Background: an optimization exercise with open tools, aiming at small area, a short achievable clock period and few clock cycles. Do not read the settings as production practice.
Function was not checked in any run shown here: the RTL went through the layout flow alone.

## flow/design.v (module list and top-level ports; edited modules follow where they fit)
// module bmcs_ks: 29 lines
// module bmcs_csa: 12 lines
// module bmcs_setup: 139 lines
// module bmcs_sqtree: 1127 lines
// module bmcs_bisect: 156 lines
// module bmcs_divide1: 79 lines
// module bmcs_divide2: 84 lines
// module bezier_middle_control_solver: 106 lines
module bezier_middle_control_solver (
   input  logic                  clock,
   input  logic                  reset,
   input  logic                  req_tvalid,
   output logic                  req_tready,
   input  logic [REQ_DATA_W-1:0] req_tdata,
   output logic                  rsp_tvalid,
   input  logic                  rsp_tready,
   output logic [RSP_DATA_W-1:0] rsp_tdata
);
  // ...
==> flow/flow/run.sh <==
#!/bin/bash
# Standard layout with a tighter setup target for timing repair.
set -e
echo "export SETUP_SLACK_MARGIN = 9" >> config.mk
bash standard.sh > standard.log 2>&1
==> flow/standard.sh <==
#!/bin/bash
# synth_recipe.tcl (not shown) runs the flow's synth.tcl, then flattens the netlist and writes it again
# the make line also repeats each setting of config.mk as NAME=value (left out here)
make -C /OpenROAD-flow-scripts/flow DESIGN_CONFIG=/design/flow/config.mk WORK_HOME=/design/flow/orfs CLKGATE_MAP_FILE= SYNTH_SCRIPT=/design/flow/synth_recipe.tcl "${@:-finish}"
==> flow/config.mk <==
export PLATFORM = sky130hd
export DESIGN_NAME = bezier_middle_control_solver
export DESIGN_NICKNAME = bezier_middle_control_solver
export VERILOG_FILES = /design/flow/design.v
export SDC_FILE = /design/flow/constraint.sdc
export NUM_CORES = 8
export LEC_CHECK = 0
export CAP_MARGIN = 40
export CORE_MARGIN = 2
export CORE_UTILIZATION = 40
export SLEW_MARGIN = 40
export SETUP_SLACK_MARGIN = 9
==> flow/constraint.sdc <==
create_clock -name core_clock -period 15.0 [get_ports {clock}]
set_input_delay 3.0000 -clock core_clock [delete_from_list [all_inputs] [get_ports {clock}]]
set_output_delay 3.0000 -clock core_clock [all_outputs]
set_load 0.01 [all_outputs]
==> impl_metrics.tcl, run 1 <==
set metrics [dict create \
    status "complete, no violations" \
    cts_setup_buffers 296 \
    vias 148215 \
    cts_max_level 4 \
    wl_met3_um 58900 \
    met1_length_um 291000 \
    min_to "u_divide2.t[12]" \
    reg_top3 "u_bisect.c1r (114), u_bisect.c0r (111), u_bisect.c2r (109)" \
    fin_tns_setup_ns 0 \
    path_buf_inv 5 \
    nWellTaps 5734 \
    grt_pass1_wl_um 937000 \
    async_flop_share_pct 0 \
    ys_seq_elements 1916 \
    wire_per_inst_um 25.0 \
    port_buffers 278 \
    synthTopCellsByArea "edfxtp_1 15%, fa_1 14%, dfxtp_1 12%, ha_1 9.5%, xnor2_1 5.4%" \
    seq_cells 1916 \
    nonClkBufAreaFrac_pct 5.42 \
    path_depth 34 \
    slew_violations 0 \
    synth_ff_type "dfxtp_1" \
    crit_arrival_ns 8.17 \
    n_all_buffers 1016 \
    yosys.area_share.adder_pct 23.5 \
    synth_cell_type_count 105 \
    drtIter0Drc 16333 \
    syn_avg_cell_area_um2 8.89 \
    timing.critical_path.mode_cell "a221o_1" \
    r2r-end "u_divide1.rx[32]" \
    fmax_mhz 134 \
    met1_usage_pct 41.4 \
    cts_root_buf "clkbuf_16" \
    synthXorXnorAreaFrac_pct 10.6 \
    numCtsBuffers 238 \
    firstDrtPassIters 8 \
]
==> module bmcs_setup, before the edit <==
module bmcs_setup (
   input  logic                    clock,
   input  logic                    reset,
   input  logic                    req_tvalid,
   output logic                    req_tready,
   input  logic [REQ_DATA_W-1:0]   req_tdata,
   input  logic                    take,
   output logic                    full,
   output logic [64:0]             o_uu,
   output logic signed [65:0]      o_g,
   output logic signed [ACC_W-1:0] o_c1,
   output logic signed [68:0]      o_c2,
   output logic [32:0]             o_dpx,
   output logic [32:0]             o_dpy,
   output logic [32:0]             o_spx,
   output logic [32:0]             o_spy,
   output logic [36:0]             o_nqx,
   output logic [36:0]             o_nqy,
   output logic                    o_z0
);
   logic        busy;
   logic [3:0]  cnt;
   logic signed [32:0] a0x, a0y, a2x, a2y;
   logic signed [36:0] aqx, aqy;
   logic [31:0] op;
   logic        ope;
   logic [64:0] r1;
   logic signed [65:0] r2;
   logic signed [ACC_W-1:0] r3;
   logic signed [68:0] r4;
   logic        z0;
   assign req_tready = !busy && !full;
   wire accept = req_tvalid && req_tready;
   wire yc = cnt[0];
   logic signed [37:0] da, db, dsum;
   logic dsub;
   always_comb begin
      dsub = 1'b1;
      unique case (cnt[3:1])
         3'd0: begin da = yc ? a2y : a2x; db = yc ? a0y : a0x; end
         3'd1: begin da = yc ? a2y : a2x; db = yc ? aqy : aqx; end
         3'd2: begin da = yc ? a0y : a0x; db = yc ? aqy : aqx; end
         3'd3: begin da = yc ? a0y : a0x; db = yc ? a2y : a2x; dsub = 1'b0; end
         3'd4: begin da = (yc ? a0y : a0x) <<< 1; db = yc ? a2y : a2x; end
         default: begin da = (yc ? aqy : aqx) <<< 4; db = (yc ? a2y : a2x) <<< 2; end
      endcase
   end
   bmcs_ks #(38) u_dadd (.a(da), .b(db ^ {38{dsub}}), .ci(dsub), .s(dsum));
   wire sq_en = (cnt >= 4'd1) && (cnt <= 4'd6);
   logic [63:0] sqs_n, sqc_n, sqs, sqc;
   bmcs_sqtree u_sq (
      .x (op & {32{sq_en}}),
      .e (ope & sq_en),
      .s (sqs_n),
      .c (sqc_n)
   );
   logic [ACC_W-1:0] xv, yv, sum, as1, ac1, as2, ac2;
   logic yneg;
   always_comb begin
      xv = '0; yv = '0; yneg = 1'b0;
      unique case (cnt)
         4'd3:  xv = ACC_W'(r1);
         4'd5:  xv = ACC_W'(r2);
         4'd6:  xv = ACC_W'(r2);
         4'd7:  xv = r3;
         4'd8:  begin xv = (ACC_W'(r2) << 1) | ACC_W'(1); yv = ~r3; yneg = 1'b1; end
         4'd9:  begin xv = (r3 << 4) | ACC_W'(1); yv = ~(ACC_W'(r1) << 2); yneg = 1'b1; end
         4'd10: begin xv = ACC_W'(r2) << 2; yv = ACC_W'(r2) << 1; end
         default: ;
      endcase
   end
   bmcs_csa #(ACC_W) u_acs1 (.a(ACC_W'(sqs)), .b(ACC_W'(sqc)), .d(xv), .s(as1), .c(ac1));
   bmcs_csa #(ACC_W) u_acs2 (.a(as1), .b(ac1), .d(yv), .s(as2), .c(ac2));
   bmcs_ks #(ACC_W) u_aadd (.a(as2), .b(ac2), .ci(1'b0), .s(sum));
   always_ff @(posedge clock) begin
      if (reset) begin
         busy <= 1'b0;
         full <= 1'b0;
         cnt  <= '0;
      end else begin
         if (accept) begin
            busy <= 1'b1;
            cnt  <= '0;
         end else if (busy) begin
            cnt <= cnt + 4'd1;
            if (cnt == 4'd11) begin
               busy <= 1'b0;
               full <= 1'b1;
            end
         end
         if (take) full <= 1'b0;
      end
   end
   always_ff @(posedge clock) begin
      if (accept) begin
         a0x <= {req_tdata[0*32+31], req_tdata[0*32 +: 32]};
         a0y <= {req_tdata[1*32+31], req_tdata[1*32 +: 32]};
         a2x <= {req_tdata[2*32+31], req_tdata[2*32 +: 32]};
         a2y <= {req_tdata[3*32+31], req_tdata[3*32 +: 32]};
         aqx <= {{5{req_tdata[4*32+31]}}, req_tdata[4*32 +: 32]};
         aqy <= {{5{req_tdata[5*32+31]}}, req_tdata[5*32 +: 32]};
      end else if (busy) begin
         unique case (cnt)
            4'd6:  a2x <= dsum[32:0];
            4'd7:  a2y <= dsum[32:0];
            4'd8:  a0x <= dsum[32:0];
            4'd9:  a0y <= dsum[32:0];
            4'd10: aqx <= dsum[36:0];
            4'd11: aqy <= dsum[36:0];
            default: ;
         endcase
      end
      sqs <= sqs_n;
      sqc <= sqc_n;
      if (busy) begin
         op  <= dsum[31:0] ^ {32{dsum[37]}};
         ope <= dsum[37];
         if (cnt == 4'd1) z0 <= (a0x == aqx[32:0]) && (a0y == aqy[32:0]);
         unique case (cnt)
            4'd2, 4'd3:       r1 <= sum[64:0];
            4'd4, 4'd5, 4'd8: r2 <= sum[65:0];
            4'd6, 4'd7, 4'd9: r3 <= sum;
            4'd10:            r4 <= sum[68:0];
            default: ;
         endcase
      end
   end
   assign o_uu  = r1;
   assign o_g   = r2;
   assign o_c1  = r3;
   assign o_c2  = r4;
   assign o_dpx = a0x;
   assign o_dpy = a0y;
   assign o_spx = a2x;
   assign o_spy = a2y;
   assign o_nqx = aqx;
   assign o_nqy = aqy;
   assign o_z0  = z0;
endmodule
==> module bmcs_bisect, before the edit <==
module bmcs_bisect (
   input  logic                    clock,
   input  logic                    reset,
   input  logic                    s_full,
   output logic                    s_take,
   input  logic [64:0]             i_uu,
   input  logic signed [65:0]      i_g,
   input  logic signed [ACC_W-1:0] i_c1,
   input  logic signed [68:0]      i_c2,
   input  logic [32:0]             i_dpx,
   input  logic [32:0]             i_dpy,
   input  logic [32:0]             i_spx,
   input  logic [32:0]             i_spy,
   input  logic [36:0]             i_nqx,
   input  logic [36:0]             i_nqy,
   input  logic                    i_z0,
   input  logic                    v_idle,
   output logic                    h_valid,
   output logic [64:0]             h_nx,
   output logic [64:0]             h_ny,
   output logic [31:0]             h_d,
   output logic [T_W-1:0]          h_t,
   output logic                    h_exact,
   output logic                    h_zt
);
   logic         busy, waiting, exact, zt, z0, zcr;
   logic [3:0]   rnd;
   logic [15:2]  t0;
   logic [110:0] c0r;
   logic [113:0] c1r;
   logic [108:0] c2r;
   logic [100:0] c3r;
   logic [62:0]  nx0, ny0, nx1, ny1;
   logic [59:0]  sx2, sy2;
   logic [28:0]  d0;
   logic [29:0]  d1;
   wire [3:0] j      = 4'd14 - rnd;
   wire last         = (rnd == 4'd13);
   wire frozen       = exact || zt || waiting;
   wire sn           = !c0r[110];        
   wire en           = !frozen && !zcr && !z0;
   wire hit          = !frozen && zcr;   
   wire hit0         = !frozen && !zcr && z0;   
   assign h_valid = busy && (last || waiting) && v_idle;
   assign s_take  = s_full && (!busy || h_valid);
   logic [116:0] C0, C1, C2, C3, X1, X2, X3, c0n, c1n, c2n;
   assign C0 = {c0r, 6'd0};
   assign C1 = {c1r[113], c1r, 2'd0};
   assign C2 = {{4{c2r[108]}}, c2r, 4'd0};
   assign C3 = {10'd0, c3r, 6'd0};
   assign X1 = {c1r[113] ^ sn, c1r ^ {114{sn}}, 2'd0};
   assign X2 = {{4{c2r[108] ^ sn}}, c2r ^ {109{sn}}, 4'd0};
   assign X3 = {{10{sn}}, c3r ^ {101{sn}}, 6'd0};
   logic [116:0] s1, y1, S0, Y0;
   bmcs_csa #(117) u_c0a (.a(C0 | (117'(sn) << 2) | 117'(sn)), .b(X1), .d(C2), .s(s1), .c(y1));
   bmcs_csa #(117) u_c0b (.a(s1), .b(y1), .d(C3 ^ {117{sn}}), .s(S0), .c(Y0));
   bmcs_ks #(117) u_c0 (.a(S0), .b(Y0), .ci(1'b0), .s(c0n));
   wire zcn = ((S0 ^ Y0) == ((S0 | Y0) << 1));
   logic [116:0] s2, y2, S1, Y1;
   bmcs_csa #(117) u_c1a (.a(C1), .b(X2 << 1), .d((C3 << 1) | (117'(sn) << 5)), .s(s2), .c(y2));
   bmcs_csa #(117) u_c1b (.a(s2), .b(y2), .d(C3), .s(S1), .c(Y1));
   bmcs_ks #(117) u_c1 (.a(S1), .b(Y1), .ci(1'b0), .s(c1n));
   logic [116:0] S2, Y2;
   bmcs_csa #(117) u_c2a (.a(C2 | (117'(sn) << 1)), .b((C3 << 1) ^ {117{sn}}), .d(C3 ^ {117{sn}}),
                          .s(S2), .c(Y2));
   bmcs_ks #(117) u_c2 (.a(S2), .b(Y2), .ci(1'b0), .s(c2n));
   logic [64:0] NX0, NX1, NY0, NY1, SX2, SY2, nx0n, ny0n, nx1n, ny1n;
   assign NX0 = {nx0, 2'd0};
   assign NY0 = {ny0, 2'd0};
   assign NX1 = {nx1, 2'd0};
   assign NY1 = {ny1, 2'd0};
   assign SX2 = {{3{sx2[59]}}, sx2, 2'd0};
   assign SY2 = {{3{sy2[59]}}, sy2, 2'd0};
   wire [64:0] nk = {63'd0, en && sn, en && !sn};
   logic [64:0] sx0, yx0, sy0, yy0;
   bmcs_csa #(65) u_nx0a (.a(NX0 | nk), .b((NX1 ^ {65{sn}}) & {65{en}}), .d(~SX2 & {65{en}}),
                          .s(sx0), .c(yx0));
   bmcs_csa #(65) u_ny0a (.a(NY0 | nk), .b((NY1 ^ {65{sn}}) & {65{en}}), .d(~SY2 & {65{en}}),
                          .s(sy0), .c(yy0));
   bmcs_ks #(65) u_nx0 (.a(sx0), .b(yx0), .ci(1'b0), .s(nx0n));
   bmcs_ks #(65) u_ny0 (.a(sy0), .b(yy0), .ci(1'b0), .s(ny0n));
   bmcs_ks #(65) u_nx1 (.a({NX1[64], NX1[64:1]}), .b(SX2 ^ {65{!sn}}), .ci(!sn), .s(nx1n));
   bmcs_ks #(65) u_ny1 (.a({NY1[64], NY1[64:1]}), .b(SY2 ^ {65{!sn}}), .ci(!sn), .s(ny1n));
   logic [33:0] D0, D1, P2, d0n, d1n, sd0, yd0;
   assign D0  = {2'd0, d0, 3'd0};
   assign D1  = {d1[29], d1, 3'd0};
   assign P2  = 34'd2 << (2 * j);
   bmcs_csa #(34) u_d0a (.a(D0 | {32'd0, en && sn, en && !sn}), .b((D1 ^ {34{sn}}) & {34{en}}),
                         .d((~P2) & {34{en}}), .s(sd0), .c(yd0));
   bmcs_ks #(34) u_d0 (.a(sd0), .b(yd0), .ci(1'b0), .s(d0n));
   bmcs_ks #(34) u_d1 (.a({D1[33], D1[33:1]}), .b(sn ? P2 : ~P2), .ci(!sn), .s(d1n));
   logic [15:2] t0n;
   always_comb begin
      t0n = t0;
      if ((en && !sn) || hit) t0n[j + 1] = 1'b1;
   end
   wire exn = exact || hit;
   wire ztn = zt || hit0;
   assign h_nx    = nx0n;
   assign h_ny    = ny0n;
   assign h_d     = d0n[31:0];
   assign h_t     = ztn ? '0 : {1'b0, t0n, !exn, 1'b0};
   assign h_exact = exn || ztn;
   assign h_zt    = ztn;
   always_ff @(posedge clock) begin
      if (reset) begin
         busy <= 1'b0;
      end else if (s_take) begin
         busy <= 1'b1;
      end else if (h_valid) begin
         busy <= 1'b0;
      end
   end
   always_ff @(posedge clock) begin
      if (s_take) begin
         rnd     <= '0;
         waiting <= 1'b0;
         exact   <= 1'b0;
         zt      <= 1'b0;
         z0      <= i_z0;
         zcr     <= (i_g == '0);
         t0      <= '0;
         c0r     <= {{6{i_g[65]}}, i_g, 39'd0};
         c1r     <= {{3{i_c1[ACC_W-1]}}, i_c1, 40'd0};
         c2r     <= {{2{i_c2[68]}}, i_c2, 38'd0};
         c3r     <= {i_uu, 36'd0};
         nx0     <= {i_nqx, 26'd0};
         ny0     <= {i_nqy, 26'd0};
         nx1     <= {{2{i_dpx[32]}}, i_dpx, 28'd0};
         ny1     <= {{2{i_dpy[32]}}, i_dpy, 28'd0};
         sx2     <= {i_spx[32], i_spx, 26'd0};
         sy2     <= {i_spy[32], i_spy, 26'd0};
         d0      <= 29'h1000_0000;
         d1      <= '0;
      end else begin
         if (!waiting) rnd <= rnd + 4'd1;
         if (last) waiting <= 1'b1;
         exact <= exn;
         zt    <= ztn;
         t0    <= t0n;
         c0r   <= c0n[116:6];
         zcr   <= zcn;
         c1r   <= c1n[116:3];
         c2r   <= c2n[114:6];
         c3r   <= {3'd0, c3r[100:3]};
         nx0   <= nx0n[64:2];
         ny0   <= ny0n[64:2];
         nx1   <= nx1n[64:2];
         ny1   <= ny1n[64:2];
         sx2   <= {{2{sx2[59]}}, sx2[59:2]};
         sy2   <= {{2{sy2[59]}}, sy2[59:2]};
         d0    <= d0n[31:3];
         d1    <= d1n[32:3];
      end
   end
endmodule
==> module bmcs_divide1, before the edit <==
module bmcs_divide1 (
   input  logic           clock,
   input  logic           reset,
   input  logic           h_valid,
   input  logic [64:0]    h_nx,
   input  logic [64:0]    h_ny,
   input  logic [31:0]    h_d,
   input  logic [T_W-1:0] h_t,
   input  logic           h_exact,
   input  logic           h_zt,
   output logic           v_idle,
   input  logic           w_idle,
   output logic           w_valid,
   output logic [33:0]    w_rx,
   output logic [33:0]    w_ry,
   output logic [33:0]    w_sx,
   output logic [33:0]    w_sy,
   output logic [28:0]    w_dv,
   output logic [T_W+5:0] w_flags
);
   logic        busy;
   logic [3:0]  cnt;
   logic [33:0] rx, ry, sx, sy;
   logic        negx, negy, ovfx, ovfy;
   logic [28:0] dv;
   logic [T_W-1:0] t;
   logic        exact, zt;
   wire last = (cnt == 4'd8);
   assign v_idle  = !busy;
   assign w_valid = busy && last && w_idle;
   wire [33:0] Dv = {2'd0, dv, 3'd0};
   logic [33:0] rx1, rx2, ry1, ry2;
   bmcs_ks #(34) u_x1 (.a({rx[32:0], sx[33]}),  .b(Dv ^ {34{!rx[33]}}),  .ci(!rx[33]),  .s(rx1));
   bmcs_ks #(34) u_x2 (.a({rx1[32:0], sx[32]}), .b(Dv ^ {34{!rx1[33]}}), .ci(!rx1[33]), .s(rx2));
   bmcs_ks #(34) u_y1 (.a({ry[32:0], sy[33]}),  .b(Dv ^ {34{!ry[33]}}),  .ci(!ry[33]),  .s(ry1));
   bmcs_ks #(34) u_y2 (.a({ry1[32:0], sy[32]}), .b(Dv ^ {34{!ry1[33]}}), .ci(!ry1[33]), .s(ry2));
   wire [33:0] ox = rx + (Dv ^ {34{!rx[33]}}) + 34'(!rx[33]);
   wire [33:0] oy = ry + (Dv ^ {34{!ry[33]}}) + 34'(!ry[33]);
   wire ovfxn = (cnt == 4'd0) ? (ox[33] == rx[33]) : ovfx;
   wire ovfyn = (cnt == 4'd0) ? (oy[33] == ry[33]) : ovfy;
   assign w_rx    = rx2;
   assign w_ry    = ry2;
   assign w_sx    = {sx[31:0], !rx1[33], !rx2[33]};
   assign w_sy    = {sy[31:0], !ry1[33], !ry2[33]};
   assign w_dv    = dv;
   assign w_flags = {negx, negy, ovfxn, ovfyn, exact, zt, t};
   always_ff @(posedge clock) begin
      if (reset) begin
         busy <= 1'b0;
      end else if (h_valid) begin
         busy <= 1'b1;
      end else if (w_valid) begin
         busy <= 1'b0;
      end
   end
   always_ff @(posedge clock) begin
      if (h_valid) begin
         cnt   <= '0;
         rx    <= {{2{h_nx[64]}}, h_nx[64:33]};
         ry    <= {{2{h_ny[64]}}, h_ny[64:33]};
         sx    <= {h_nx[32:0], 1'b0};
         sy    <= {h_ny[32:0], 1'b0};
         negx  <= h_nx[64];
         negy  <= h_ny[64];
         dv    <= h_d[31:3];
         t     <= h_t;
         exact <= h_exact;
         zt    <= h_zt;
      end else if (busy && !last) begin
         cnt  <= cnt + 4'd1;
         ovfx <= ovfxn;
         ovfy <= ovfyn;
         rx   <= rx2;
         ry   <= ry2;
         sx   <= w_sx;
         sy   <= w_sy;
      end
   end
endmodule
==> module bmcs_divide2, before the edit <==
module bmcs_divide2 (
   input  logic                  clock,
   input  logic                  reset,
   input  logic                  w_valid,
   input  logic [33:0]           w_rx,
   input  logic [33:0]           w_ry,
   input  logic [33:0]           w_sx,
   input  logic [33:0]           w_sy,
   input  logic [28:0]           w_dv,
   input  logic [T_W+5:0]        w_flags,
   output logic                  w_idle,
   output logic                  rsp_tvalid,
   input  logic                  rsp_tready,
   output logic [RSP_DATA_W-1:0] rsp_tdata
);
   localparam logic [1:0] V_IDLE = 2'd0, V_STEP = 2'd1, V_FMT = 2'd2, V_OUT = 2'd3;
   logic [1:0]  st;
   logic [2:0]  cnt;
   logic [33:0] rx, ry, sx, sy;
   logic        negx, negy, ovfx, ovfy, sat;
   logic [28:0] dv;
   logic [T_W-1:0] t;
   logic        exact, zt;
   assign w_idle     = (st == V_IDLE);
   assign rsp_tvalid = (st == V_OUT);
   assign rsp_tdata  = {5'd0, sat, exact, sy[31:0], sx[31:0], t};
   wire [33:0] Dv = {2'd0, dv, 3'd0};
   logic [33:0] rx1, rx2, ry1, ry2;
   bmcs_ks #(34) u_x1 (.a({rx[32:0], sx[33]}),  .b(Dv ^ {34{!rx[33]}}),  .ci(!rx[33]),  .s(rx1));
   bmcs_ks #(34) u_x2 (.a({rx1[32:0], sx[32]}), .b(Dv ^ {34{!rx1[33]}}), .ci(!rx1[33]), .s(rx2));
   bmcs_ks #(34) u_y1 (.a({ry[32:0], sy[33]}),  .b(Dv ^ {34{!ry[33]}}),  .ci(!ry[33]),  .s(ry1));
   bmcs_ks #(34) u_y2 (.a({ry1[32:0], sy[32]}), .b(Dv ^ {34{!ry1[33]}}), .ci(!ry1[33]), .s(ry2));
   function automatic logic [32:0] fmt(input logic [33:0] s, input logic [33:0] r,
                                       input logic neg, input logic ovf);
      logic        inc, sat1;
      logic [33:0] mid;
      inc  = s[0] && (!neg || (r != '0));
      mid  = {neg, s[33:1]} + 34'(inc);
      sat1 = ovf || !((mid[33:31] == 3'b000) || (mid[33:31] == 3'b111));
      fmt  = {sat1, sat1 ? (neg ? 32'h8000_0000 : 32'h7fff_ffff) : mid[31:0]};
   endfunction
   wire [32:0] fx = fmt(sx, rx, negx, ovfx);
   wire [32:0] fy = fmt(sy, ry, negy, ovfy);
   always_ff @(posedge clock) begin
      if (reset) begin
         st <= V_IDLE;
      end else begin
         unique case (st)
            V_IDLE: if (w_valid) st <= V_STEP;
            V_STEP: if (cnt == 3'd7) st <= V_FMT;
            V_FMT:  st <= V_OUT;
            default: if (rsp_tready) st <= V_IDLE;
         endcase
      end
   end
   always_ff @(posedge clock) begin
      unique case (st)
         V_IDLE: begin
            cnt <= '0;
            if (w_valid) begin
               rx <= w_rx;
               ry <= w_ry;
               sx <= w_sx;
               sy <= w_sy;
               dv <= w_dv;
               {negx, negy, ovfx, ovfy, exact, zt, t} <= w_flags;
            end
         end
         V_STEP: begin
            rx  <= rx2;
            ry  <= ry2;
            sx  <= {sx[31:0], !rx1[33], !rx2[33]};
            sy  <= {sy[31:0], !ry1[33], !ry2[33]};
            cnt <= cnt + 3'd1;
         end
         V_FMT: begin
            sx[31:0] <= zt ? 32'd0 : fx[31:0];
            sy[31:0] <= zt ? 32'd0 : fy[31:0];
            sat      <= !zt && (fx[32] || fy[32]);
         end
         default: ;
      endcase
   end
endmodule
==> run 2: changes to the inputs <==
--- a/flow/design.v
+++ b/flow/design.v
@@ -7,43 +7,2 @@
 endpackage
-module bmcs_ks #(parameter int W = 34) (
-   input  logic [W-1:0] a,
-   input  logic [W-1:0] b,
-   input  logic         ci,
-   output logic [W-1:0] s
-);
-   localparam int L = $clog2(W);
-   logic [W-1:0] g [0:L];
-   logic [W-1:0] p [0:L];
-   logic [W-1:0] h;
-   assign h    = a ^ b;
-   assign g[0] = (a & b) | {{(W-1){1'b0}}, h[0] & ci};
-   assign p[0] = h;
-   genvar k, i;
-   generate
-      for (k = 0; k < L; k++) begin : lv
-         for (i = 0; i < W; i++) begin : bt
-            if (i >= (1 << k)) begin : n
-               assign g[k+1][i] = g[k][i] | (p[k][i] & g[k][i - (1 << k)]);
-               assign p[k+1][i] = p[k][i] & p[k][i - (1 << k)];
-            end else begin : w
-               assign g[k+1][i] = g[k][i];
-               assign p[k+1][i] = p[k][i];
-            end
-         end
-      end
-   endgenerate
-   assign s = h ^ {g[L][W-2:0], ci};
-endmodule
-module bmcs_csa #(parameter int W = 34) (
-   input  logic [W-1:0] a,
-   input  logic [W-1:0] b,
-   input  logic [W-1:0] d,
-   output logic [W-1:0] s,
-   output logic [W-1:0] c
-);
-   logic [W-1:0] m;
-   assign m = (a & b) | (a & d) | (b & d);
-   assign s = a ^ b ^ d;
-   assign c = {m[W-2:0], 1'b0};
-endmodule
 import bmcs_pkg::*;
@@ -95,4 +54,4 @@
       endcase
+      dsum = dsub ? da - db : da + db;
    end
-   bmcs_ks #(38) u_dadd (.a(da), .b(db ^ {38{dsub}}), .ci(dsub), .s(dsum));
    wire sq_en = (cnt >= 4'd1) && (cnt <= 4'd6);
@@ -105,6 +64,5 @@
    );
-   logic [ACC_W-1:0] xv, yv, sum, as1, ac1, as2, ac2;
-   logic yneg;
+   logic [ACC_W-1:0] xv, yv, sum;
    always_comb begin
-      xv = '0; yv = '0; yneg = 1'b0;
+      xv = '0; yv = '0;
       unique case (cnt)
@@ -114,4 +72,4 @@
          4'd7:  xv = r3;
-         4'd8:  begin xv = (ACC_W'(r2) << 1) | ACC_W'(1); yv = ~r3; yneg = 1'b1; end
-         4'd9:  begin xv = (r3 << 4) | ACC_W'(1); yv = ~(ACC_W'(r1) << 2); yneg = 1'b1; end
+         4'd8:  begin xv = (ACC_W'(r2) << 1) | ACC_W'(1); yv = ~r3; end
+         4'd9:  begin xv = (r3 << 4) | ACC_W'(1); yv = ~(ACC_W'(r1) << 2); end
          4'd10: begin xv = ACC_W'(r2) << 2; yv = ACC_W'(r2) << 1; end
@@ -120,5 +78,3 @@
    end
-   bmcs_csa #(ACC_W) u_acs1 (.a(ACC_W'(sqs)), .b(ACC_W'(sqc)), .d(xv), .s(as1), .c(ac1));
-   bmcs_csa #(ACC_W) u_acs2 (.a(as1), .b(ac1), .d(yv), .s(as2), .c(ac2));
-   bmcs_ks #(ACC_W) u_aadd (.a(as2), .b(ac2), .ci(1'b0), .s(sum));
+   assign sum = ACC_W'(sqs) + ACC_W'(sqc) + xv + yv;
    always_ff @(posedge clock) begin
@@ -1369,15 +1325,13 @@
    assign X3 = {{10{sn}}, c3r ^ {101{sn}}, 6'd0};
-   logic [116:0] s1, y1, S0, Y0;
-   bmcs_csa #(117) u_c0a (.a(C0 | (117'(sn) << 2) | 117'(sn)), .b(X1), .d(C2), .s(s1), .c(y1));
-   bmcs_csa #(117) u_c0b (.a(s1), .b(y1), .d(C3 ^ {117{sn}}), .s(S0), .c(Y0));
-   bmcs_ks #(117) u_c0 (.a(S0), .b(Y0), .ci(1'b0), .s(c0n));
+   logic [116:0] O1, O4, s1, y1, S0, Y0;
+   assign O1 = C0 | (117'(sn) << 2) | 117'(sn);
+   assign O4 = C3 ^ {117{sn}};
+   assign s1 = O1 ^ X1 ^ C2;
+   assign y1 = ((O1 & X1) | (O1 & C2) | (X1 & C2)) << 1;
+   assign S0 = s1 ^ y1 ^ O4;
+   assign Y0 = ((s1 & y1) | (s1 & O4) | (y1 & O4)) << 1;
+   assign c0n = S0 + Y0;
    wire zcn = ((S0 ^ Y0) == ((S0 | Y0) << 1));
-   logic [116:0] s2, y2, S1, Y1;
-   bmcs_csa #(117) u_c1a (.a(C1), .b(X2 << 1), .d((C3 << 1) | (117'(sn) << 5)), .s(s2), .c(y2));
-   bmcs_csa #(117) u_c1b (.a(s2), .b(y2), .d(C3), .s(S1), .c(Y1));
-   bmcs_ks #(117) u_c1 (.a(S1), .b(Y1), .ci(1'b0), .s(c1n));
-   logic [116:0] S2, Y2;
-   bmcs_csa #(117) u_c2a (.a(C2 | (117'(sn) << 1)), .b((C3 << 1) ^ {117{sn}}), .d(C3 ^ {117{sn}}),
-                          .s(S2), .c(Y2));
-   bmcs_ks #(117) u_c2 (.a(S2), .b(Y2), .ci(1'b0), .s(c2n));
+   assign c1n = C1 + (X2 << 1) + (C3 << 1) + C3 + (117'(sn) << 5);
+   assign c2n = C2 + (X3 << 1) + X3 + (117'(sn) << 7) + (117'(sn) << 6);
    logic [64:0] NX0, NX1, NY0, NY1, SX2, SY2, nx0n, ny0n, nx1n, ny1n;
@@ -1389,13 +1343,9 @@
    assign SY2 = {{3{sy2[59]}}, sy2, 2'd0};
-   wire [64:0] nk = {63'd0, en && sn, en && !sn};
-   logic [64:0] sx0, yx0, sy0, yy0;
-   bmcs_csa #(65) u_nx0a (.a(NX0 | nk), .b((NX1 ^ {65{sn}}) & {65{en}}), .d(~SX2 & {65{en}}),
-                          .s(sx0), .c(yx0));
-   bmcs_csa #(65) u_ny0a (.a(NY0 | nk), .b((NY1 ^ {65{sn}}) & {65{en}}), .d(~SY2 & {65{en}}),
-                          .s(sy0), .c(yy0));
-   bmcs_ks #(65) u_nx0 (.a(sx0), .b(yx0), .ci(1'b0), .s(nx0n));
-   bmcs_ks #(65) u_ny0 (.a(sy0), .b(yy0), .ci(1'b0), .s(ny0n));
-   bmcs_ks #(65) u_nx1 (.a({NX1[64], NX1[64:1]}), .b(SX2 ^ {65{!sn}}), .ci(!sn), .s(nx1n));
-   bmcs_ks #(65) u_ny1 (.a({NY1[64], NY1[64:1]}), .b(SY2 ^ {65{!sn}}), .ci(!sn), .s(ny1n));
-   logic [33:0] D0, D1, P2, d0n, d1n, sd0, yd0;
+   assign nx0n = NX0 + ((NX1 ^ {65{sn}}) & {65{en}}) + (~SX2 & {65{en}})
+               + 65'(en && sn) + 65'(en);
+   assign ny0n = NY0 + ((NY1 ^ {65{sn}}) & {65{en}}) + (~SY2 & {65{en}})
+               + 65'(en && sn) + 65'(en);
+   assign nx1n = {NX1[64], NX1[64:1]} + (SX2 ^ {65{!sn}}) + 65'(!sn);
+   assign ny1n = {NY1[64], NY1[64:1]} + (SY2 ^ {65{!sn}}) + 65'(!sn);
+   logic [33:0] D0, D1, P2, d0n, d1n;
    assign D0  = {2'd0, d0, 3'd0};
@@ -1403,6 +1353,5 @@
    assign P2  = 34'd2 << (2 * j);
-   bmcs_csa #(34) u_d0a (.a(D0 | {32'd0, en && sn, en && !sn}), .b((D1 ^ {34{sn}}) & {34{en}}),
-                         .d((~P2) & {34{en}}), .s(sd0), .c(yd0));
-   bmcs_ks #(34) u_d0 (.a(sd0), .b(yd0), .ci(1'b0), .s(d0n));
-   bmcs_ks #(34) u_d1 (.a({D1[33], D1[33:1]}), .b(sn ? P2 : ~P2), .ci(!sn), .s(d1n));
+   assign d0n = D0 + ((D1 ^ {34{sn}}) & {34{en}}) + 34'(en && sn) + ((~P2) & {34{en}})
+              + 34'(en);
+   assign d1n = {D1[33], D1[33:1]} + (sn ? P2 : ~P2) + 34'(!sn);
    logic [15:2] t0n;
@@ -1472,2 +1421,6 @@
 endmodule
+function automatic logic [33:0] bmcs_nstep(input logic [33:0] r, input logic b,
+                                           input logic [33:0] d);
+   bmcs_nstep = {r[32:0], b} + (d ^ {34{!r[33]}}) + 34'(!r[33]);
+endfunction
 module bmcs_divide1 (
@@ -1503,7 +1456,6 @@
    wire [33:0] Dv = {2'd0, dv, 3'd0};
-   logic [33:0] rx1, rx2, ry1, ry2;
-   bmcs_ks #(34) u_x1 (.a({rx[32:0], sx[33]}),  .b(Dv ^ {34{!rx[33]}}),  .ci(!rx[33]),  .s(rx1));
-   bmcs_ks #(34) u_x2 (.a({rx1[32:0], sx[32]}), .b(Dv ^ {34{!rx1[33]}}), .ci(!rx1[33]), .s(rx2));
-   bmcs_ks #(34) u_y1 (.a({ry[32:0], sy[33]}),  .b(Dv ^ {34{!ry[33]}}),  .ci(!ry[33]),  .s(ry1));
-   bmcs_ks #(34) u_y2 (.a({ry1[32:0], sy[32]}), .b(Dv ^ {34{!ry1[33]}}), .ci(!ry1[33]), .s(ry2));
+   wire [33:0] rx1 = bmcs_nstep(rx,  sx[33], Dv);
+   wire [33:0] rx2 = bmcs_nstep(rx1, sx[32], Dv);
+   wire [33:0] ry1 = bmcs_nstep(ry,  sy[33], Dv);
+   wire [33:0] ry2 = bmcs_nstep(ry1, sy[32], Dv);
    wire [33:0] ox = rx + (Dv ^ {34{!rx[33]}}) + 34'(!rx[33]);
@@ -1578,7 +1530,6 @@
    wire [33:0] Dv = {2'd0, dv, 3'd0};
-   logic [33:0] rx1, rx2, ry1, ry2;
-   bmcs_ks #(34) u_x1 (.a({rx[32:0], sx[33]}),  .b(Dv ^ {34{!rx[33]}}),  .ci(!rx[33]),  .s(rx1));
-   bmcs_ks #(34) u_x2 (.a({rx1[32:0], sx[32]}), .b(Dv ^ {34{!rx1[33]}}), .ci(!rx1[33]), .s(rx2));
-   bmcs_ks #(34) u_y1 (.a({ry[32:0], sy[33]}),  .b(Dv ^ {34{!ry[33]}}),  .ci(!ry[33]),  .s(ry1));
-   bmcs_ks #(34) u_y2 (.a({ry1[32:0], sy[32]}), .b(Dv ^ {34{!ry1[33]}}), .ci(!ry1[33]), .s(ry2));
+   wire [33:0] rx1 = bmcs_nstep(rx,  sx[33], Dv);
+   wire [33:0] rx2 = bmcs_nstep(rx1, sx[32], Dv);
+   wire [33:0] ry1 = bmcs_nstep(ry,  sy[33], Dv);
+   wire [33:0] ry2 = bmcs_nstep(ry1, sy[32], Dv);
    function automatic logic [32:0] fmt(input logic [33:0] s, input logic [33:0] r,
--- a/flow/config.mk
+++ b/flow/config.mk
@@ -9,3 +9,3 @@
 export CORE_MARGIN = 2
-export CORE_UTILIZATION = 40
+export CORE_UTILIZATION = 60
 export SLEW_MARGIN = 40
==> impl_metrics.tcl, run 2 <==
set metrics [dict create \
    syn_area_mm2 0.181 \
    syn_avg_cell_area_um2 8.83 \
    fmax_mhz 140 \
    die_area_mm2 0.306 \
    fin_crit_sh_pct 47.6 \
    drc 0 \
    cts_max_level 4 \
    path_class "reg -> reg" \
    grt_pass1_vias 153084 \
    met1_usage_pct 53.7 \
    clk_pin_slew_ns 0.06 \
    yosys.area.top_type_share_pct 14.7 \
    syn-instance-count 20515 \
    rows 201 \
    slew_violations 0 \
    critPathCaptureType "register" \
    clk_latency_ns 0.97 \
    fin_util_pct 69.9 \
    hpwl_um 493000 \
    largest_reg_flops 114 \
    regMostFlops "u_bisect.c1r" \
    synth_most_common_cell "inv_1" \
    status "complete, no violations" \
    grt_util_all_layers_pct 41.5 \
    port_buffers 278 \
    firstDrtPassIters 9 \
    critPathRequiredTime_ns 15.66 \
    rsz0062_at_grt "true" \
    mostFrequentLayoutCells "2143 x inv_1, 1695 x nand2_1, 1473 x ha_1" \
    fin_tns_setup_ns 0 \
    place_ws_ns 6.48 \
    synth_edf_count 888 \
    gp_congestion 1.05 \
    nNetsFinal 23775 \
    crit_arrival_ns 7.80 \
    tightest_slew_ns 1.17 \
    numCtsBuffers 227 \
    drtIter0Drc 17609 \
    io_pins 286 \
    async_flop_share_pct 0 \
    reg_top3 "u_bisect.c1r (114), u_bisect.c0r (111), u_bisect.c2r (109)" \
    antenna_found_initial 32 \
    cp_slowest_cell "ha_1" \
    wire_per_inst_um 26.5 \
    synth_top_area_cell "edfxtp_1" \
    start_util_pct 60.3 \
    cts_root_buf "clkbuf_16" \
    grt_pass1_wl_um 971000 \
    max_stage_delay_ns 0.56 \
    drive_above_1_share_pct 12.0 \
    holdWs_ns 0.418 \
    synthToLayoutAreaGrowth_pct 15.9 \
    maxCapViolCount 0 \
    cp_max_fo 17 \
    final.setup.worst_slack_ns 7.85 \
    fp.dieH_um 554 \
    synth_cell_type_count 103 \
    hold_class "reg -> reg" \
    cts_sinks 1916 \
    vias 158529 \
    viasPerCell 6.35 \
    ys_warn_count 4 \
    busiest_layer "met2" \
    clock_path_buffers 4 \
    slew_headroom_pct 21.4 \
    gr-usage-met2_pct 64.8 \
    gr-usage-met3_pct 7.94 \
    wirelength_um 663000 \
    synth_ff_type "dfxtp_1" \
    grt_max_degree 165 \
    cts_tree "done" \
    grt_overflow 0 \
    period_minus_slack_ns 7.15 \
    fp.dieW_um 554 \
    setup_viol 0 \
    ys_seq_elements 1916 \
    finalHoldViolCount 0 \
    synthTopCellsByArea "edfxtp_1 15%, fa_1 13%, dfxtp_1 11%, ha_1 11%, xnor2_1 5.5%" \
    finClkSkew_ns 0.0819 \
    ys_seq_area_share_pct 26.1 \
    synth_common_cells "2170 x inv_1, 1723 x nand2_1, 1622 x ha_1" \
    ant_nets 0 \
    mostFrequentLayoutCell "inv_1" \
    core_mm2 0.300 \
    setup.worst_path.start_class "register" \
]
## run 2: critical path, delay by kind of cell (launching register included)
kind / cells / cell delay [ns]
XOR/XNOR: 3 / 0.46
buffers and inverters: 5 / 0.87
adder cells (fa/ha/maj): 2 / 0.74
flip-flops: 1 / 0.40
multiplexers: 1 / 0.30
AO/OA/AOI/OAI: 12 / 3.01
AND/OR/NAND/NOR: 5 / 1.04
## run 2: metal layers
metal  vias to the layer above  wire length, µm
met4                        38            49400
met1                     77183           256000
li1                      70920                -
met5                         -              246
met3                      2003            64500
met2                      8385           292000
## run 2: cell families (layout without fill, tap and decap cells)
kind of cell / after synthesis / count (layout) / synth area share [%]
other cells: 1 / 22 / 0.00207
simple gates: 5337 / 5337 / 14.1
buf+inv: 3233 / 3707 / 6.90
compound gates: 4966 / 4966 / 17.6
xor+xnor: 2070 / 2070 / 10.0
mux: 210 / 210 / 1.35
flops: 1916 / 1916 / 26.1
fa+ha+maj: 2782 / 2782 / 24.0
## run 2: through the flow
step	cells	area, µm²
6_report	24968	210000
5_1_grt	24956	210000
2_1_floorplan	20521	182000
4_1_cts	24676	203000
3_5_place_dp	23868	187000
3_3_place_gp	23861	187000
## run 2: path summary, 6_finish.rpt
path                    startpoint          endpoint  slack, ns  depth (start not counted)
hold reg to reg     u_divide1.t[5]    u_divide2.t[5]       0.42                          0
hold / removal      u_divide1.t[5]    u_divide2.t[5]       0.42                          0
setup / recovery  u_divide1.rx[33]  u_divide2.rx[32]       7.85                         28
setup reg to reg  u_divide1.rx[33]  u_divide2.rx[32]       7.85                         28
## run 2: cell type report
cell class              count  area [µm²]
multi-input cells       15372      130000
flip-flops and latches   1916       47300
repair buffers           1108       11700
clock inverters           112        1110
clock buffers             315        6410
diodes                     15        37.5
fillers                 23626       90300
inverters                2172        8210
well taps                3958        4950
## run 2: timing repair
| item | 4_1_cts | 5_1_grt |
|---|---|---|
| hold buffers | 0 | 0 |
| setup buffers | 344 | 259 |
| hold endpoints to repair | 0 | 0 |
| gates cloned | 37 | 12 |
| pin swaps | 323 | 439 |
| gates resized for setup | 917 | 832 |
| endpoints found under the setup margin | 1058 | 572 |
==> module bezier_middle_control_solver, before the edit <==
module bezier_middle_control_solver (
   input  logic                  clock,
   input  logic                  reset,
   input  logic                  req_tvalid,
   output logic                  req_tready,
   input  logic [REQ_DATA_W-1:0] req_tdata,
   output logic                  rsp_tvalid,
   input  logic                  rsp_tready,
   output logic [RSP_DATA_W-1:0] rsp_tdata
);
   logic                    s_full, s_take, z0;
   logic [64:0]             uu;
   logic signed [65:0]      g;
   logic signed [ACC_W-1:0] c1;
   logic signed [68:0]      c2;
   logic [32:0]             dpx, dpy, spx, spy;
   logic [36:0]             nqx, nqy;
   logic                    v_idle, h_valid, h_exact, h_zt;
   logic [64:0]             h_nx, h_ny;
   logic [31:0]             h_d;
   logic [T_W-1:0]          h_t;
   logic                    w_idle, w_valid;
   logic [33:0]             w_rx, w_ry, w_sx, w_sy;
   logic [28:0]             w_dv;
   logic [T_W+5:0]          w_flags;
   bmcs_setup u_setup (
      .clock      (clock),
      .reset      (reset),
      .req_tvalid (req_tvalid),
      .req_tready (req_tready),
      .req_tdata  (req_tdata),
      .take       (s_take),
      .full       (s_full),
      .o_uu       (uu),
      .o_g        (g),
      .o_c1       (c1),
      .o_c2       (c2),
      .o_dpx      (dpx),
      .o_dpy      (dpy),
      .o_spx      (spx),
      .o_spy      (spy),
      .o_nqx      (nqx),
      .o_nqy      (nqy),
      .o_z0       (z0)
   );
   bmcs_bisect u_bisect (
      .clock   (clock),
      .reset   (reset),
      .s_full  (s_full),
      .s_take  (s_take),
      .i_uu    (uu),
      .i_g     (g),
      .i_c1    (c1),
      .i_c2    (c2),
      .i_dpx   (dpx),
      .i_dpy   (dpy),
      .i_spx   (spx),
      .i_spy   (spy),
      .i_nqx   (nqx),
      .i_nqy   (nqy),
      .i_z0    (z0),
      .v_idle  (v_idle),
      .h_valid (h_valid),
      .h_nx    (h_nx),
      .h_ny    (h_ny),
      .h_d     (h_d),
      .h_t     (h_t),
      .h_exact (h_exact),
      .h_zt    (h_zt)
   );
   bmcs_divide1 u_divide1 (
      .clock   (clock),
      .reset   (reset),
      .h_valid (h_valid),
      .h_nx    (h_nx),
      .h_ny    (h_ny),
      .h_d     (h_d),
      .h_t     (h_t),
      .h_exact (h_exact),
      .h_zt    (h_zt),
      .v_idle  (v_idle),
      .w_idle  (w_idle),
      .w_valid (w_valid),
      .w_rx    (w_rx),
      .w_ry    (w_ry),
      .w_sx    (w_sx),
      .w_sy    (w_sy),
      .w_dv    (w_dv),
      .w_flags (w_flags)
   );
   bmcs_divide2 u_divide2 (
      .clock      (clock),
      .reset      (reset),
      .w_valid    (w_valid),
      .w_rx       (w_rx),
      .w_ry       (w_ry),
      .w_sx       (w_sx),
      .w_sy       (w_sy),
      .w_dv       (w_dv),
      .w_flags    (w_flags),
      .w_idle     (w_idle),
      .rsp_tvalid (rsp_tvalid),
      .rsp_tready (rsp_tready),
      .rsp_tdata  (rsp_tdata)
   );
endmodule
==> run 3: changes to the inputs <==
--- a/flow/design.v
+++ b/flow/design.v
@@ -57,3 +57,4 @@
    wire sq_en = (cnt >= 4'd1) && (cnt <= 4'd6);
-   logic [63:0] sqs_n, sqc_n, sqs, sqc;
+   logic [63:0] sqs_n, sqc_n;
+   logic [ACC_W-1:0] sqs, sqc, xv, sum, ps, pc;
    bmcs_sqtree u_sq (
@@ -64,17 +65,18 @@
    );
-   logic [ACC_W-1:0] xv, yv, sum;
    always_comb begin
-      xv = '0; yv = '0;
       unique case (cnt)
-         4'd3:  xv = ACC_W'(r1);
-         4'd5:  xv = ACC_W'(r2);
-         4'd6:  xv = ACC_W'(r2);
-         4'd7:  xv = r3;
-         4'd8:  begin xv = (ACC_W'(r2) << 1) | ACC_W'(1); yv = ~r3; end
-         4'd9:  begin xv = (r3 << 4) | ACC_W'(1); yv = ~(ACC_W'(r1) << 2); end
-         4'd10: begin xv = ACC_W'(r2) << 2; yv = ACC_W'(r2) << 1; end
-         default: ;
+         4'd8:    begin ps = ACC_W'(r2) << 1; pc = ~r3; end
+         4'd9:    begin ps = r3 << 4;         pc = ~(ACC_W'(r1) << 2); end
+         4'd10:   begin ps = ACC_W'(r2) << 2; pc = ACC_W'(r2) << 1; end
+         default: begin ps = ACC_W'(sqs_n);   pc = ACC_W'(sqc_n); end
+      endcase
+      unique case (cnt)
+         4'd3:          xv = ACC_W'(r1);
+         4'd5, 4'd6:    xv = ACC_W'(r2);
+         4'd7:          xv = r3;
+         4'd9, 4'd10:   xv = ACC_W'(1);
+         default:       xv = '0;
       endcase
    end
-   assign sum = ACC_W'(sqs) + ACC_W'(sqc) + xv + yv;
+   assign sum = sqs + sqc + xv;
    always_ff @(posedge clock) begin
@@ -117,4 +119,4 @@
       end
-      sqs <= sqs_n;
-      sqc <= sqc_n;
+      sqs <= ps;
+      sqc <= pc;
       if (busy) begin
@@ -124,6 +126,6 @@
          unique case (cnt)
-            4'd2, 4'd3:       r1 <= sum[64:0];
-            4'd4, 4'd5, 4'd8: r2 <= sum[65:0];
-            4'd6, 4'd7, 4'd9: r3 <= sum;
-            4'd10:            r4 <= sum[68:0];
+            4'd2, 4'd3:        r1 <= sum[64:0];
+            4'd4, 4'd5, 4'd9:  r2 <= sum[65:0];
+            4'd6, 4'd7, 4'd10: r3 <= sum;
+            4'd11:             r4 <= sum[68:0];
             default: ;
@@ -1421,6 +1423,19 @@
 endmodule
-function automatic logic [33:0] bmcs_nstep(input logic [33:0] r, input logic b,
-                                           input logic [33:0] d);
-   bmcs_nstep = {r[32:0], b} + (d ^ {34{!r[33]}}) + 34'(!r[33]);
-endfunction
+module bmcs_dstep2 (
+   input  logic [33:0] r,
+   input  logic        b1,
+   input  logic        b2,
+   input  logic [33:0] d,
+   input  logic [33:0] d3,
+   output logic [33:0] r2,
+   output logic [1:0]  q
+);
+   wire         sg = r[33];
+   wire [33:0]  c  = {r[31:0], b1, b2};
+   wire [33:0]  r1 = {r[32:0], b1} + (sg ? d : ~d) + 34'(!sg);
+   wire [33:0]  ca = c + (sg ? d3 : ~d) + 34'(!sg);
+   wire [33:0]  cb = c + (sg ? d : ~d3) + 34'(!sg);
+   assign r2 = r1[33] ? ca : cb;
+   assign q  = {!r1[33], !r2[33]};
+endmodule
 module bmcs_divide1 (
@@ -1443,2 +1458,3 @@
    output logic [28:0]    w_dv,
+   output logic [33:0]    w_d3,
    output logic [T_W+5:0] w_flags
@@ -1447,3 +1463,3 @@
    logic [3:0]  cnt;
-   logic [33:0] rx, ry, sx, sy;
+   logic [33:0] rx, ry, sx, sy, d3;
    logic        negx, negy, ovfx, ovfy;
@@ -1452,3 +1468,4 @@
    logic        exact, zt;
-   wire last = (cnt == 4'd8);
+   wire first = (cnt == 4'd0);
+   wire last  = (cnt == 4'd9);
    assign v_idle  = !busy;
@@ -1456,16 +1473,15 @@
    wire [33:0] Dv = {2'd0, dv, 3'd0};
-   wire [33:0] rx1 = bmcs_nstep(rx,  sx[33], Dv);
-   wire [33:0] rx2 = bmcs_nstep(rx1, sx[32], Dv);
-   wire [33:0] ry1 = bmcs_nstep(ry,  sy[33], Dv);
-   wire [33:0] ry2 = bmcs_nstep(ry1, sy[32], Dv);
+   logic [33:0] rx2, ry2;
+   logic [1:0]  qx, qy;
+   bmcs_dstep2 u_sx (.r(rx), .b1(sx[33]), .b2(sx[32]), .d(Dv), .d3(d3), .r2(rx2), .q(qx));
+   bmcs_dstep2 u_sy (.r(ry), .b1(sy[33]), .b2(sy[32]), .d(Dv), .d3(d3), .r2(ry2), .q(qy));
    wire [33:0] ox = rx + (Dv ^ {34{!rx[33]}}) + 34'(!rx[33]);
    wire [33:0] oy = ry + (Dv ^ {34{!ry[33]}}) + 34'(!ry[33]);
-   wire ovfxn = (cnt == 4'd0) ? (ox[33] == rx[33]) : ovfx;
-   wire ovfyn = (cnt == 4'd0) ? (oy[33] == ry[33]) : ovfy;
    assign w_rx    = rx2;
    assign w_ry    = ry2;
-   assign w_sx    = {sx[31:0], !rx1[33], !rx2[33]};
-   assign w_sy    = {sy[31:0], !ry1[33], !ry2[33]};
+   assign w_sx    = {sx[31:0], qx};
+   assign w_sy    = {sy[31:0], qy};
    assign w_dv    = dv;
-   assign w_flags = {negx, negy, ovfxn, ovfyn, exact, zt, t};
+   assign w_d3    = d3;
+   assign w_flags = {negx, negy, ovfx, ovfy, exact, zt, t};
    always_ff @(posedge clock) begin
@@ -1492,10 +1508,13 @@
          zt    <= h_zt;
+      end else if (busy && first) begin
+         cnt  <= 4'd1;
+         d3   <= Dv + {Dv[32:0], 1'b0};
+         ovfx <= (ox[33] == rx[33]);
+         ovfy <= (oy[33] == ry[33]);
       end else if (busy && !last) begin
-         cnt  <= cnt + 4'd1;
-         ovfx <= ovfxn;
-         ovfy <= ovfyn;
-         rx   <= rx2;
-         ry   <= ry2;
-         sx   <= w_sx;
-         sy   <= w_sy;
+         cnt <= cnt + 4'd1;
+         rx  <= rx2;
+         ry  <= ry2;
+         sx  <= w_sx;
+         sy  <= w_sy;
       end
@@ -1512,2 +1531,3 @@
    input  logic [28:0]           w_dv,
+   input  logic [33:0]           w_d3,
    input  logic [T_W+5:0]        w_flags,
@@ -1521,3 +1541,3 @@
    logic [2:0]  cnt;
-   logic [33:0] rx, ry, sx, sy;
+   logic [33:0] rx, ry, sx, sy, d3;
    logic        negx, negy, ovfx, ovfy, sat;
@@ -1530,6 +1550,6 @@
    wire [33:0] Dv = {2'd0, dv, 3'd0};
-   wire [33:0] rx1 = bmcs_nstep(rx,  sx[33], Dv);
-   wire [33:0] rx2 = bmcs_nstep(rx1, sx[32], Dv);
-   wire [33:0] ry1 = bmcs_nstep(ry,  sy[33], Dv);
-   wire [33:0] ry2 = bmcs_nstep(ry1, sy[32], Dv);
+   logic [33:0] rx2, ry2;
+   logic [1:0]  qx, qy;
+   bmcs_dstep2 u_sx (.r(rx), .b1(sx[33]), .b2(sx[32]), .d(Dv), .d3(d3), .r2(rx2), .q(qx));
+   bmcs_dstep2 u_sy (.r(ry), .b1(sy[33]), .b2(sy[32]), .d(Dv), .d3(d3), .r2(ry2), .q(qy));
    function automatic logic [32:0] fmt(input logic [33:0] s, input logic [33:0] r,
@@ -1567,2 +1587,3 @@
                dv <= w_dv;
+               d3 <= w_d3;
                {negx, negy, ovfx, ovfy, exact, zt, t} <= w_flags;
@@ -1573,4 +1594,4 @@
             ry  <= ry2;
-            sx  <= {sx[31:0], !rx1[33], !rx2[33]};
-            sy  <= {sy[31:0], !ry1[33], !ry2[33]};
+            sx  <= {sx[31:0], qx};
+            sy  <= {sy[31:0], qy};
             cnt <= cnt + 3'd1;
@@ -1611,2 +1632,3 @@
    logic [28:0]             w_dv;
+   logic [33:0]             w_d3;
    logic [T_W+5:0]          w_flags;
@@ -1675,2 +1697,3 @@
       .w_dv    (w_dv),
+      .w_d3    (w_d3),
       .w_flags (w_flags)
@@ -1686,2 +1709,3 @@
       .w_dv       (w_dv),
+      .w_d3       (w_d3),
       .w_flags    (w_flags),
==> impl_metrics.tcl, run 3 <==
set metrics [dict create \
    status "complete, no violations" \
    antenna_found_initial 83 \
    hpwl_um 630000 \
    hold_path.startpoint "u_divide1.t[13]" \
    syn_avg_cell_area_um2 8.80 \
    grt_max_degree 125 \
    synthTopCellsByArea "edfxtp_1 15%, fa_1 12%, ha_1 11%, dfxtp_1 11%, xnor2_1 5.0%" \
    start_util_pct 60.2 \
    startpoint "u_bisect.c0r[110]" \
    setup_viol 0 \
    syn-instance-count 21309 \
    mostFrequentLayoutCell "inv_1" \
    clk_latency_ns 1.01 \
    critPathCaptureType "register" \
    synth_common_cells "2129 x inv_1, 1870 x nand2_1, 1733 x a21oi_1" \
    drc 0 \
    path_class "reg -> reg" \
    yosys.area.top_type_share_pct 15.2 \
    numCtsBuffers 229 \
    cts_tree "done" \
    ys_seq_elements 1994 \
    slew_violations 0 \
    ys_warn_count 4 \
    finalHoldViolCount 0 \
    synthToLayoutAreaGrowth_pct 11.5 \
    firstDrtPassIters 10 \
    hold_class "reg -> reg" \
    fmax_mhz 166 \
    cts_root_buf "clkbuf_16" \
    crit_family "compound AO/OA/AOI/OAI gates" \
    nNetsFinal 24274 \
    cp_max_fo 15 \
    fp.dieW_um 563 \
    clock_path_buffers 4 \
    crit_arrival_ns 6.89 \
    wirelength_um 802000 \
    core_mm2 0.311 \
    cts_max_level 4 \
    ys_seq_area_share_pct 26.4 \
    viasPerCell 6.68 \
    crit_chain "buf_12 -> buf_16 -> buf_4 -> buf_12 -> xnor2_4 -> fa_1 -> ha_1 -> ha_1 -> a21oi_1 -> o21ai_0 -> a21oi_1 -> o21ai_1 -> a221o_1 -> or2_2 -> a21oi_1 -> o21bai_1 -> a21o_1 -> a211oi_1 -> xnor2_1 -> a21oi_1" \
    timing.rr.start "u_bisect.c0r[110]" \
    mostFrequentLayoutCells "2122 x inv_1, 1858 x nand2_1, 1683 x a21oi_1" \
    gp_congestion 1.19 \
    regMostFlops "u_bisect.c1r" \
    grt_overflow 0 \
    finClkSkew_ns 0.105 \
    clk_pin_slew_ns 0.07 \
    slew_headroom_pct 28.3 \
    ant_nets 0 \
    fin_tns_setup_ns 0 \
    ctsHoldBuffers 0 \
    rsz0062_at_grt "true" \
    fp.dieH_um 563 \
    io_pins 286 \
    die_area_mm2 0.317 \
    period_minus_slack_ns 6.04 \
    grt_pass1_vias 158220 \
    synth_ff_type "dfxtp_1" \
    path_buf_inv 4 \
    synth_cell_type_count 95 \
    synth_most_common_cell "inv_1" \
    timing.critical_path.mode_cell "a21oi_1" \
    vias 170986 \
    critPathRequiredTime_ns 15.85 \
    fin_crit_sh_pct 40.3 \
    reg_top3 "u_bisect.c1r (114), u_bisect.c0r (111), u_bisect.c2r (109)" \
    cts_sinks 1994 \
    drtIter0Drc 25760 \
    tightest_slew_ns 1.07 \
    synth_top_area_cell "edfxtp_1" \
    syn_area_mm2 0.187 \
    maxCapViolCount 0 \
    synth_edf_count 950 \
    drive_above_1_share_pct 7.59 \
    rows 205 \
    cp_slowest_cell "a221o_1" \
    largest_reg_flops 114 \
    max_stage_delay_ns 0.54 \
    setup.worst_path.start_class "register" \
    wire_per_inst_um 31.3 \
    grt_util_all_layers_pct 48.7 \
    grt_pass1_wl_um 1120000 \
    port_buffers 278 \
    async_flop_share_pct 0 \
    n_fill_cell 25016 \
]
==> run 3: routing by layer <==
metal  up-vias  GRT usage [%]  routed length [µm]
met4        54           34.3               71100
met1     82927           64.3              301000
met3      2420           18.3              122000
li1      73562              -                   -
met2     12023           64.9              307000
met5         -          0.587                1080
==> run 3: worst paths after layout <==
check	slack, ns	cells after the start	to
worst max-delay path	8.96	20	u_bisect.c2r[71]
worst min-delay path	0.43	0	u_divide2.t[13]
worst max register to register	8.96	20	u_bisect.c2r[71]
worst min register to register	0.43	0	u_divide2.t[13]
==> run 3: logic make-up (layout without fill, tap and decap cells) <==
kind of cell	after synthesis	after routing	synth area share (%)
AOI/OAI and AO/OA	5285	5286	17.9
xor gates and xnor gates	1938	1938	9.07
adders and majority gates	2863	2863	23.8
buffers and inverters	3218	3317	6.49
DFF	1994	1994	26.4
muxes	357	357	2.18
other	1	60	0.00200
and+or+nand+nor	5653	5653	14.2
==> run 3: per-stage QoR <==
step | hold slack [ns] | instances | setup WS, ns | area [µm²] | util (%)
2_1_floorplan | 0.400 | 21315 | 8.97 | 188000 | -
4_1_cts | 0.422 | 25447 | 8.83 | 205000 | 66.0
3_5_place_dp | 0.405 | 24901 | 6.71 | 194000 | 62.3
3_3_place_gp | 0.401 | 24893 | 6.40 | 194000 | 62.2
6_report | 0.425 | 25608 | 8.96 | 209000 | 67.1
5_1_grt | 0.433 | 25568 | 8.91 | 209000 | 67.1
==> run 3: worst register-to-register path, cell delays in order (launching register included) <==
cell      delay, ns
dfxtp_4        0.48
buf_12         0.17
buf_16         0.22
buf_4          0.18
buf_12         0.10
xnor2_4        0.09
fa_1           0.41
ha_1           0.33
ha_1           0.38
a21oi_1        0.25
o21ai_0        0.12
a21oi_1        0.32
o21ai_1        0.22
a221o_1        0.54
or2_2          0.39
a21oi_1        0.34
o21bai_1       0.28
a21o_1         0.39
a211oi_1       0.40
xnor2_1        0.24
a21oi_1        0.12
==> run 3: layout make-up <==
type                       instances  area [µm²]  area share, %
antenna                           53         133         0.0634
inverter                        2137        8050           3.85
multi-input combinational      16104      130000           62.1
clock buffer                     301        6520           3.12
timing repair buffer             749        8230           3.94
sequential                      1994       49500           23.7
clock inverter                   130        1630          0.779
tap                             4140        5180           2.48
==> run 3: repair_timing <==
item / CTS / global route
pin swaps: 54 / 103
setup endpoints to repair: 931 / 431
gates resized for setup: 359 / 381
setup buffers: 93 / 78
endpoints found under the hold margin: 0 / 0
gates cloned: 22 / 24

## static timing again, ports no longer ideal
The results above use ideal ports. As a check the final layouts listed here were re-extracted and re-timed, cells and wires unchanged. Step 1 sets driving cells, clkbuf_16 on the clock port and buf_2 on the other inputs (assumed; they add their load-dependent delay and slew). Step 2 adds t to the input delays and takes it off the output delays; t is the mean of the earliest and latest rising clock arrival at the registers after step 1. Input paths then give back, and output paths get back, about the clock's delay inside the block. Three values: ideal, step 1, step 2; two values: the first two.
| run | t, ns | setup slack, ns | worst setup path after step 2 | worst data-port slew with drivers (ns) |
|---|---|---|---|---|
| run 1 | 1.060 | 7.551 / 7.551 / 7.551 | register to register | 0.09 |
| run 2 | 1.050 | 7.853 / 7.853 / 7.853 | register to register | 0.08 |
| run 3 | 1.089 | 8.960 / 8.960 / 8.960 | register to register | 0.12 |
After both steps setup and hold are still met in every run listed.
